What follows belongs to an exercise in optimizing a design on an open flow for a short achievable clock period and few clock cycles; a production flow would make more cautious choices.
The RTL was checked by simulation tests, not by an equivalence proof against the original design.
No activity file was given, so power comes from the tool's default toggle rates.

Setup of build 46:
## memory_writer
module memory_writer (
    input  logic                                CLK,
    input  logic                                RESET,
    input  mw_pkg::word_t                       s_tdata,
    input  logic                                s_tvalid,
    output logic                                s_tready,
    output mw_pkg::aw_beat_t                    aw,
    output logic                                awvalid,
    input  logic                                awready,
    output logic [2:0]                          awsize,
    output logic [1:0]                          awburst,
    output mw_pkg::w_beat_t                     w,
    output logic                                wvalid,
    input  logic                                wready,
    output logic [mw_pkg::BYTES_PER_WORD-1:0]   wstrb,
    input  logic                                bvalid,
    output logic                                bready,
    input  mw_pkg::mem_cfg_t                    cfg,
    input  logic                                run,
    input  logic                                stop,
    output logic                                status,
    output logic                                done,
    output mw_pkg::bytes_t                      transmitted_bytes,
    output mw_pkg::addr_t                       current_address
);
Size: roughly 4600 cells after synthesis.
==> flow/config.mk <==
export PLATFORM = sky130hd
export DESIGN_NAME = memory_writer
export DESIGN_NICKNAME = memory_writer
export VERILOG_FILES = /design/flow/design.v
export SDC_FILE = /design/flow/constraint.sdc
export NUM_CORES = 4
export LEC_CHECK = 0
export ABC_CLOCK_PERIOD_IN_PS = 2000
export CAP_MARGIN = 20
export CORE_MARGIN = 2
export CORE_UTILIZATION = 50
export SETUP_SLACK_MARGIN = 4.0
export SLEW_MARGIN = 20
==> flow/constraint.sdc <==
create_clock -name core_clock -period 6.0 [get_ports {CLK}]
set_input_delay 1.2000 -clock core_clock [delete_from_list [all_inputs] [get_ports {CLK}]]
set_output_delay 1.2000 -clock core_clock [all_outputs]
set_load 0.01 [all_outputs]
standard.sh (not shown) runs the stock make flow with config.mk's settings and CLKGATE_MAP_FILE= SYNTH_SCRIPT=/design/flow/synth_recipe.tcl, a recipe that flattens the netlist after the stock synthesis.
==> flow/flow/run.sh <==
#!/bin/bash
# Own layout flow: the standard flow (standard.sh) with two changes to how
# the layout is made:
#  - every port buffer is a sky130_fd_sc_hd__buf_4 rather than the flow's
#    default pick (a delay cell);
#  - the slow many-input OR/NOR/AOI cells are added to the platform's
#    don't-use list, so synthesis and repair build logic from faster cells.
# Registers, their names and cell types are those of the standard synthesis.
# make's full output goes to flow_make.log here; ORFS keeps each step's log
# under orfs/logs/.
set -euo pipefail
PLATFORM_DONT_USE="$(sed -n '/^export DONT_USE_CELLS/,/^#/p' "$FLOW_HOME/platforms/sky130hd/config.mk" \
  | grep -o 'sky130_fd_sc_hd__[a-z0-9_]*' | tr '\n' ' ')"
SLOW=""
for c in $(cat flow/slow_cells.txt); do SLOW="$SLOW $c"; done
bash standard.sh \
  "BUFFER_PORTS_ARGS=-buffer_cell sky130_fd_sc_hd__buf_4" \
  "DONT_USE_CELLS=$PLATFORM_DONT_USE$SLOW" \
  finish > flow_make.log 2>&1
==> flow/flow/slow_cells.txt <==
sky130_fd_sc_hd__a2111o_1
sky130_fd_sc_hd__a2111o_2
sky130_fd_sc_hd__a2111o_4
sky130_fd_sc_hd__a2111oi_0
sky130_fd_sc_hd__a2111oi_1
sky130_fd_sc_hd__a2111oi_2
sky130_fd_sc_hd__a2111oi_4
sky130_fd_sc_hd__a311o_1
sky130_fd_sc_hd__a311o_2
sky130_fd_sc_hd__a311o_4
sky130_fd_sc_hd__a311oi_1
sky130_fd_sc_hd__a311oi_2
sky130_fd_sc_hd__a311oi_4
sky130_fd_sc_hd__a41o_1
sky130_fd_sc_hd__a41o_2
sky130_fd_sc_hd__a41o_4
sky130_fd_sc_hd__a41oi_1
sky130_fd_sc_hd__a41oi_2
sky130_fd_sc_hd__a41oi_4
sky130_fd_sc_hd__nor3_1
sky130_fd_sc_hd__nor3_2
sky130_fd_sc_hd__nor3_4
sky130_fd_sc_hd__nor3b_1
sky130_fd_sc_hd__nor3b_2
sky130_fd_sc_hd__nor3b_4
sky130_fd_sc_hd__nor4_1
sky130_fd_sc_hd__nor4_2
sky130_fd_sc_hd__nor4_4
sky130_fd_sc_hd__nor4b_1
sky130_fd_sc_hd__nor4b_2
sky130_fd_sc_hd__nor4b_4
sky130_fd_sc_hd__nor4bb_1
sky130_fd_sc_hd__nor4bb_2
sky130_fd_sc_hd__nor4bb_4
sky130_fd_sc_hd__o2111a_1
sky130_fd_sc_hd__o2111a_2
sky130_fd_sc_hd__o2111a_4
sky130_fd_sc_hd__o2111ai_1
sky130_fd_sc_hd__o2111ai_2
sky130_fd_sc_hd__o2111ai_4
sky130_fd_sc_hd__o311a_1
sky130_fd_sc_hd__o311a_2
sky130_fd_sc_hd__o311a_4
sky130_fd_sc_hd__o311ai_0
sky130_fd_sc_hd__o311ai_1
sky130_fd_sc_hd__o311ai_2
sky130_fd_sc_hd__o311ai_4
sky130_fd_sc_hd__o41a_1
sky130_fd_sc_hd__o41a_2
sky130_fd_sc_hd__o41a_4
sky130_fd_sc_hd__o41ai_1
sky130_fd_sc_hd__o41ai_2
sky130_fd_sc_hd__o41ai_4
sky130_fd_sc_hd__or3_1
sky130_fd_sc_hd__or3_2
sky130_fd_sc_hd__or3_4
sky130_fd_sc_hd__or3b_1
sky130_fd_sc_hd__or3b_2
sky130_fd_sc_hd__or3b_4
sky130_fd_sc_hd__or4_1
sky130_fd_sc_hd__or4_2
sky130_fd_sc_hd__or4_4
sky130_fd_sc_hd__or4b_1
sky130_fd_sc_hd__or4b_2
sky130_fd_sc_hd__or4b_4
sky130_fd_sc_hd__or4bb_1
sky130_fd_sc_hd__or4bb_2
sky130_fd_sc_hd__or4bb_4
sky130_fd_sc_hd__fa_1
sky130_fd_sc_hd__fa_2
sky130_fd_sc_hd__fa_4
sky130_fd_sc_hd__fah_1
sky130_fd_sc_hd__fahcin_1
sky130_fd_sc_hd__fahcon_1
sky130_fd_sc_hd__ha_1
sky130_fd_sc_hd__ha_2
sky130_fd_sc_hd__ha_4
sky130_fd_sc_hd__maj3_1
sky130_fd_sc_hd__maj3_2
sky130_fd_sc_hd__maj3_4
Testbench counts of build 46, summed over its fixed seeds: cycles 82,609.
What build 54 does differently from build 46 at the input level:
Settings: SETUP_SLACK_MARGIN changed from 4.0 to 3.8; CORE_UTILIZATION changed from 50 to 45.
[summary]
- Of build 54 and build 46, it is build 54 that has the higher worst slack at placement.
- Of the two values seen for critical path endpoint, cur[0]$_SDFFE_PP0P_ was produced by build 54 and cur[13]$_SDFFE_PP0P_ by build 46.
- Build 54 vs build 46 on clock skew: build 54 is the lower one.
- Summary of build 54 over build 46: number of logic inverters in the finished layout went up by 1, global-route wire length before repair shows a reduction of 2.3%.
- Total chip power: build 54 vs build 46 — no meaningful difference
## Diff of input files: build 64 against build 54
Settings: a change of CORE_UTILIZATION from 45 to 55; a change of SETUP_SLACK_MARGIN from 3.8 to 3.6.
-- flow/flow/slow_cells.txt --
<<< build 54, line 80
sky130_fd_sc_hd__maj3_4
>>> build 64, line 80
sky130_fd_sc_hd__maj3_4
sky130_fd_sc_hd__and4_1
sky130_fd_sc_hd__and4_2
sky130_fd_sc_hd__and4_4
sky130_fd_sc_hd__and4b_1
sky130_fd_sc_hd__and4b_2
sky130_fd_sc_hd__and4b_4
sky130_fd_sc_hd__and4bb_1
sky130_fd_sc_hd__and4bb_2
sky130_fd_sc_hd__and4bb_4
sky130_fd_sc_hd__nand4_1
sky130_fd_sc_hd__nand4_2
sky130_fd_sc_hd__nand4_4
sky130_fd_sc_hd__nand4b_1
sky130_fd_sc_hd__nand4b_2
sky130_fd_sc_hd__nand4b_4
sky130_fd_sc_hd__nand4bb_1
sky130_fd_sc_hd__nand4bb_2
sky130_fd_sc_hd__nand4bb_4
Findings:
The run showing the smaller power share of the clock group is build 64. Looking at area overhead of the layout relative to synthesis across build 54 and build 64, the one that comes out lower is build 64. In summary, build 64 completed successfully, with a layout that passed the timing, design-rule and antenna checks. Compared build 64 vs build 54, and critical path depth is up in build 64. Re detailed-route wire length per cell: build 54 and build 64 aren't equal, and the higher value belongs to build 64. Diff build 54 -> build 64 | routed wire length | down by a few percent. There was hardly any difference in area fraction in compound gates after synthesis between build 64 and build 54. Total number of H-tree levels: build 54 vs build 64 identical. Synthesized cell area: build 64 vs build 54 up about 0.54%. The setup slack in build 64 sits 0.035 ns above the value recorded for build 54.
Setup changes, build 64 to build 61
Settings: changing CORE_UTILIZATION from 55 to 45.
-- flow/flow/slow_cells.txt --
<<< build 64, line 80
sky130_fd_sc_hd__maj3_4
sky130_fd_sc_hd__and4_1
sky130_fd_sc_hd__and4_2
sky130_fd_sc_hd__and4_4
sky130_fd_sc_hd__and4b_1
sky130_fd_sc_hd__and4b_2
sky130_fd_sc_hd__and4b_4
sky130_fd_sc_hd__and4bb_1
sky130_fd_sc_hd__and4bb_2
sky130_fd_sc_hd__and4bb_4
sky130_fd_sc_hd__nand4_1
sky130_fd_sc_hd__nand4_2
sky130_fd_sc_hd__nand4_4
sky130_fd_sc_hd__nand4b_1
sky130_fd_sc_hd__nand4b_2
sky130_fd_sc_hd__nand4b_4
sky130_fd_sc_hd__nand4bb_1
sky130_fd_sc_hd__nand4bb_2
sky130_fd_sc_hd__nand4bb_4
>>> build 61, line 80
sky130_fd_sc_hd__maj3_4
## What came out
The final layouts of build 61 and build 64 pass the timing, design-rule and antenna checks.
Going from build 64 to build 61, the non-filler instance count after layout was found to have gone up by 3.5%.
Re number of levels in the clock H-tree: no difference whatsoever between build 64 and build 61.
Build 61 against build 64; count of mapped cells out of synthesis is down slightly.
Compared with build 64, build 61 ends up with a larger final cell area.
Looking at highest cell delay on the worst timing path across build 61 and build 64, the one that comes out lower is build 64.
Summary of the comparison: internal portion of total power is higher in build 61, relative to build 64.
Compared with build 64, in build 61 number of gates on the worst path with buffers counted lower; met1 routed wirelength after detailed routing higher; total length of routed wires higher.


Starting RTL as in the previous note.
clock: 6.0 ns
lec_check: 0
abc_clock_period_in_ps: 2000
cap_margin: 20
core_margin: 2
core_utilization: 55
setup_slack_margin: 3.8
slew_margin: 20
==> flow/flow/slow_cells.txt <==
sky130_fd_sc_hd__a2111o_1
sky130_fd_sc_hd__a2111o_2
sky130_fd_sc_hd__a2111o_4
sky130_fd_sc_hd__a2111oi_0
sky130_fd_sc_hd__a2111oi_1
sky130_fd_sc_hd__a2111oi_2
sky130_fd_sc_hd__a2111oi_4
sky130_fd_sc_hd__a311o_1
sky130_fd_sc_hd__a311o_2
sky130_fd_sc_hd__a311o_4
sky130_fd_sc_hd__a311oi_1
sky130_fd_sc_hd__a311oi_2
sky130_fd_sc_hd__a311oi_4
sky130_fd_sc_hd__a41o_1
sky130_fd_sc_hd__a41o_2
sky130_fd_sc_hd__a41o_4
sky130_fd_sc_hd__a41oi_1
sky130_fd_sc_hd__a41oi_2
sky130_fd_sc_hd__a41oi_4
sky130_fd_sc_hd__nor3_1
sky130_fd_sc_hd__nor3_2
sky130_fd_sc_hd__nor3_4
sky130_fd_sc_hd__nor3b_1
sky130_fd_sc_hd__nor3b_2
sky130_fd_sc_hd__nor3b_4
sky130_fd_sc_hd__nor4_1
sky130_fd_sc_hd__nor4_2
sky130_fd_sc_hd__nor4_4
sky130_fd_sc_hd__nor4b_1
sky130_fd_sc_hd__nor4b_2
sky130_fd_sc_hd__nor4b_4
sky130_fd_sc_hd__nor4bb_1
sky130_fd_sc_hd__nor4bb_2
sky130_fd_sc_hd__nor4bb_4
sky130_fd_sc_hd__o2111a_1
sky130_fd_sc_hd__o2111a_2
sky130_fd_sc_hd__o2111a_4
sky130_fd_sc_hd__o2111ai_1
sky130_fd_sc_hd__o2111ai_2
sky130_fd_sc_hd__o2111ai_4
sky130_fd_sc_hd__o311a_1
sky130_fd_sc_hd__o311a_2
sky130_fd_sc_hd__o311a_4
sky130_fd_sc_hd__o311ai_0
sky130_fd_sc_hd__o311ai_1
sky130_fd_sc_hd__o311ai_2
sky130_fd_sc_hd__o311ai_4
sky130_fd_sc_hd__o41a_1
sky130_fd_sc_hd__o41a_2
sky130_fd_sc_hd__o41a_4
sky130_fd_sc_hd__o41ai_1
sky130_fd_sc_hd__o41ai_2
sky130_fd_sc_hd__o41ai_4
sky130_fd_sc_hd__or3_1
sky130_fd_sc_hd__or3_2
sky130_fd_sc_hd__or3_4
sky130_fd_sc_hd__or3b_1
sky130_fd_sc_hd__or3b_2
sky130_fd_sc_hd__or3b_4
sky130_fd_sc_hd__or4_1
sky130_fd_sc_hd__or4_2
sky130_fd_sc_hd__or4_4
sky130_fd_sc_hd__or4b_1
sky130_fd_sc_hd__or4b_2
sky130_fd_sc_hd__or4b_4
sky130_fd_sc_hd__or4bb_1
sky130_fd_sc_hd__or4bb_2
sky130_fd_sc_hd__or4bb_4
sky130_fd_sc_hd__fa_1
sky130_fd_sc_hd__fa_2
sky130_fd_sc_hd__fa_4
sky130_fd_sc_hd__fah_1
sky130_fd_sc_hd__fahcin_1
sky130_fd_sc_hd__fahcon_1
sky130_fd_sc_hd__ha_1
sky130_fd_sc_hd__ha_2
sky130_fd_sc_hd__ha_4
sky130_fd_sc_hd__maj3_1
sky130_fd_sc_hd__maj3_2
sky130_fd_sc_hd__maj3_4
Scripts as last shown in full above: flow/flow/run.sh
Testbench counts at the start, summed over its fixed seeds: cycles 82,609.
Rerun with:
- SETUP_SLACK_MARGIN: 3.8 -> 3.6
Outcome:
- die area stays the same
- setup slack got worse by 0.019 ns
- sequential share of layout area is higher by 1.3 points
- cell count is lower by 1.5%
- global-route usage is higher by 0.16 points
- area after synthesis does not change
- combinational power is lower by about 8%
- maximum frequency is lower by 0.75%
- register-to-register slack got worse by 0.06 ns
- power stays flat

-- static timing again, ports no longer ideal --
No port has a modelled driver above. Below, the same layouts with a new extraction and two added sets of constraints. Step 1 assumes that a clkbuf_16 drives the clock port and a buf_2 every other input. Step 2, shift: input delay + t, output delay - t, t = (earliest + latest rising clock arrival at the registers) / 2. This alone moves slack from input paths to output paths. a / b / c = ideal ports / drivers / drivers and shift; a / b = the first two.
run	t (ns)	setup WS [ns]	worst hold slack (ns)	cell pins on the clock port's net
build 46	0.821	3.506 / 3.464 / 2.648	0.432 / 0.432 / 0.432	1
build 54	0.836	3.407 / 3.414 / 2.578	0.431 / 0.431 / 0.431	1
build 64	0.830	3.443 / 3.451 / 2.621	0.439 / 0.439 / 0.439	1
build 61	0.838	3.482 / 3.444 / 2.623	0.426 / 0.426 / 0.426	1
the first run of note 2	0.815	3.481 / 3.457 / 2.672	0.434 / 0.434 / 0.434	1
the second run of note 2	0.810	3.462 / 3.448 / 2.638	0.438 / 0.438 / 0.438	1
After both steps setup and hold are still met in every run listed. The setup slack of build 61, which loses most, moves by -0.038 ns with the drivers and by -0.859 ns with both steps.
